Context: an optimization exercise on an open-source flow, tuned for small area and a short achievable clock period. The choices shown serve that exercise and are no tape-out recipe.
Where RTL was checked, it was by simulation tests only, not by an equivalence proof against the original.
No activity file was given, so power comes from the tool's default toggle rates.

build 38:
==> flow/design.v (excerpt) <==
module tcpStream #(
	parameter int fifoDepth = 64
) (
	input  wire                  CLOCK,
	input  wire                  rst,
	input  wire                  newPkt,
	input  wire                  dataValid,
	input  wire tcpStreamPkg::byteT   data,
	input  wire tcpStreamPkg::ipAddrT srcIp,
	input  wire tcpStreamPkg::portT   srcPort,
	input  wire tcpStreamPkg::ipAddrT dstIp,
	input  wire tcpStreamPkg::portT   dstPort,
	input  wire                  outReady,
	output logic                 outValid,
	output tcpStreamPkg::byteT   outData,
	output logic                 outFirst,
	output logic                 dropped,
	output logic                 gapped
);
	logic               rstQ;
	logic               newPktQ;
	logic               byteInQ;	 
	tcpStreamPkg::byteT dataQ;
	logic               isVlanHiQ;
	logic               isIpv4HiQ;
	logic               isIpv4LoQ;
	logic               isTcpQ;
	always_ff @(posedge CLOCK) begin
		rstQ      <= rst;
		newPktQ   <= newPkt;
		byteInQ   <= dataValid && !newPkt;
		dataQ     <= data;
		isVlanHiQ <= data == ETH_TYPE_VLAN_HI;
		isIpv4HiQ <= data == ETH_TYPE_IPV4_HI;
		isIpv4LoQ <= data == ETH_TYPE_IPV4_LO;
		isTcpQ    <= data == 8'(protoTcp);
	end
  ...
For scale: roughly 760 flip-flops, ~120 I/O pins, about 30,000 um2 of cells after synthesis.
Settings: LEC_CHECK=0, ABC_CLOCK_PERIOD_IN_PS=2200, CAP_MARGIN=20, CORE_MARGIN=2, CORE_UTILIZATION=60, CTS_BUF_LIST=sky130_fd_sc_hd__clkbuf_16, CTS_CLUSTER_DIAMETER=120, CTS_CLUSTER_SIZE=28, PLACE_DENSITY=0.75, SETUP_SLACK_MARGIN=3.3, SLEW_MARGIN=20; clock period 5.5 ns.
standard.sh (not shown) runs the stock make flow with config.mk's settings and CLKGATE_MAP_FILE= SYNTH_SCRIPT=/design/flow/synth_recipe.tcl, a recipe that flattens the netlist after the stock synthesis.
==> flow/flow/run.sh <==
#!/bin/bash
# The standard layout, with plain buffers on the ports in place of the
# delay buffers that buffer_ports picks by default. Every port still gets
# its own buffer.
set -euo pipefail
export BUFFER_PORTS_ARGS="-buffer_cell sky130_fd_sc_hd__buf_1"
bash standard.sh > standard.log 2>&1
--- input diff build 38..build 35 ---
Settings: changing CORE_UTILIZATION from 60 to 55; changing CTS_CLUSTER_SIZE from 28 to 24; changing PLACE_DENSITY from 0.75 to 0.8.
### Flow results
Changes observed in build 35 relative to build 38: routed wire length higher, number of CTS-inserted buffers higher, violation count after the first detailed-route iteration higher.
Setup changes, build 35 to build 22
Settings: a change of PLACE_DENSITY from 0.8 to 0.7; an added GPL_ROUTABILITY_DRIVEN of 0.
==> notes.md <==
Build 35 -> build 22: port buffer count delta 0, exact match
Taking build 35 as the reference, in build 22 number of placed cells counting well taps roughly the same; post-route fraction of the period consumed by the critical path lower; number of standard cells in the final layout excluding fillers lower; global-route usage higher.
Inputs modified between build 22 and build 60:
Settings: GPL_ROUTABILITY_DRIVEN: 0 -> unset; PLACE_DENSITY: 0.7 -> 0.6; CORE_UTILIZATION: 55 -> 40.
Notes after the runs:
Build 60 against build 22: final wirelength went up by about 4.3%; total via count after detailed routing went down by 88; remaining global-route overflow held steady.
Clock share of power: lower on build 22
Taking build 22 as the reference, in build 60 count of inserted tapcells shows an increase of 230, power picked up an extra 1.3%.

## amber
tcpStream, a different RTL version from the one above (not shown whole).
Size: roughly 750 flip-flops, about 30000 um2 of cells after synthesis.
Settings: LEC_CHECK=0, ABC_CLOCK_PERIOD_IN_PS=2200, CAP_MARGIN=20, CORE_MARGIN=2, CORE_UTILIZATION=40, CTS_BUF_LIST=sky130_fd_sc_hd__clkbuf_8, CTS_CLUSTER_SIZE=30, PLACE_DENSITY=0.6, SETUP_SLACK_MARGIN=3.3, SLEW_MARGIN=20; clock period 5.5 ns.
run.sh (not shown) runs the stock make flow with config.mk's settings and CLKGATE_MAP_FILE= SYNTH_SCRIPT=/design/flow/synth_recipe.tcl, a recipe that flattens the netlist after the stock synthesis.
Stock flow here: none of the scripts above is used.
amber: no failed stages, no open violations at the end
Input-level comparison between pepper and amber:
Settings: an added ABC_AREA of 1; a change of CORE_UTILIZATION from 40 to 60; a deleted CTS_CLUSTER_SIZE that had been 30; a deleted CTS_BUF_LIST that had been sky130_fd_sc_hd__clkbuf_8; a change of PLACE_DENSITY from 0.6 to 0.75.
[summary]
- The worst setup timing slack at the placement stage reported for pepper is greater than that of amber by 0.20 ns.
- Per the comparison of pepper with amber, finished layout cell area now larger; relative contribution of the clock network to total power went up 2.7 points; number of signal-net buffers in the layout up 12; area share of buffers outside the clock network essentially unchanged; total wire length after detailed routing rose by 18000 um.
- Between pepper and amber, the combined flip-flop and latch cell area does not differ in any meaningful way.
- Relative to amber, global-route usage has increased by 14 points in pepper.
- For amber, the launching element of the worst setup path was payloadFifo_i.head[5]$_DFF_P_, unlike pepper, where it was seqTracker_i.gapped$_SDFFE_PP0P_.
- Portion of total power attributed to combinational logic: pepper vs amber, no meaningful difference
- For adder-cell area share of the yosys netlist, pepper and amber come out practically identical.

tcpStream, a different RTL version from the one above (not shown whole).
For scale: about 2100 cells after synthesis, roughly 750 flip-flops, roughly 120 I/O pins, roughly 31000 µm² of cells after synthesis.
==> flow/config.mk <==
export PLATFORM = sky130hd
export DESIGN_NAME = tcpStream
export DESIGN_NICKNAME = tcpStream
export VERILOG_FILES = /design/flow/design.v
export SDC_FILE = /design/flow/constraint.sdc
export NUM_CORES = 4
export LEC_CHECK = 0
export ABC_CLOCK_PERIOD_IN_PS = 2200
export CAP_MARGIN = 20
export CORE_MARGIN = 2
export CORE_UTILIZATION = 40
export PLACE_DENSITY = 0.6
export SETUP_SLACK_MARGIN = 3.3
export SLEW_MARGIN = 20
==> flow/constraint.sdc <==
create_clock -name core_clock -period 5.5 [get_ports {CLOCK}]
set_input_delay 1.1000 -clock core_clock [delete_from_list [all_inputs] [get_ports {CLOCK}]]
set_output_delay 1.1000 -clock core_clock [all_outputs]
set_load 0.01 [all_outputs]
standard.sh (not shown) runs the stock make flow with config.mk's settings and CLKGATE_MAP_FILE= SYNTH_SCRIPT=/design/flow/synth_recipe.tcl, a recipe that flattens the netlist after the stock synthesis.
Scripts as last shown in full above: flow/flow/run.sh
The starting point produced a clean layout.
==> next run, changes <==
CTS_BUF_LIST = sky130_fd_sc_hd__clkbuf_16   (was unset)
CTS_CLUSTER_DIAMETER = 120   (was unset)
CTS_CLUSTER_SIZE = 24   (was unset)
The changed run produced a clean layout.
Design area went down by 4.0%.
Wire length went down by 2.7%.
Register-to-register slack is better by 0.23 ns.
Count of clock-buffer cells in the layout went down by 65.
Core utilization went down by 1.9 points.
Synthesized cell count is unchanged.
Clock skew went down by 0.012 ns.
Area after synthesis does not change.
No functional check of the RTL was part of any run of this note.

[port drivers added, routing unchanged]
The flow's constraints put no driver on any port. The routed layouts listed below were extracted and timed again, unchanged, in two steps.
Step 1 sets driving cells, clkbuf_16 on the clock port and buf_2 on the other inputs (assumed; they add their load-dependent delay and slew).
Step 2 moves the port delays by t, midway between the first and last clock arrival at a register: inputs arrive t later, outputs are due t later. That takes back most of the time a late clock gives input paths.
Three values: no drivers, after step 1, after step 2; two values: the first two.
| run | t (ns) | setup slack, ns | slew at the worst register clock pin (ns) | worst slew at a driven data input, ns | cell pins on the clock port's net |
|---|---|---|---|---|---|
| build 38 | 0.681 | 3.247 / 3.190 / 2.693 | 0.11 / 0.11 | 0.07 | 1 |
| build 35 | 0.664 | 3.253 / 3.209 / 2.545 | 0.11 / 0.11 | 0.10 | 1 |
| build 22 | 0.635 | 3.296 / 3.236 / 2.799 | 0.10 / 0.10 | 0.08 | 1 |
| build 60 | 0.651 | 3.285 / 3.220 / 2.687 | 0.10 / 0.10 | 0.11 | 1 |
| amber | 0.782 | 3.179 / 3.113 / 2.607 | 0.07 / 0.07 | 0.07 | 1 |
| pepper | 0.684 | 3.265 / 3.201 / 2.701 | 0.07 / 0.07 | 0.05 | 1 |
| the first run of note 3 | 0.684 | 3.101 / 3.101 / 2.579 | 0.06 / 0.06 | 0.12 | 1 |
| the second run of note 3 | 0.644 | 3.267 / 3.205 / 2.737 | 0.11 / 0.11 | 0.12 | 1 |
After both steps setup and hold are still met in every run listed. The setup slack of build 35, which loses most, moves by -0.044 ns with the drivers and by -0.708 ns with both steps.
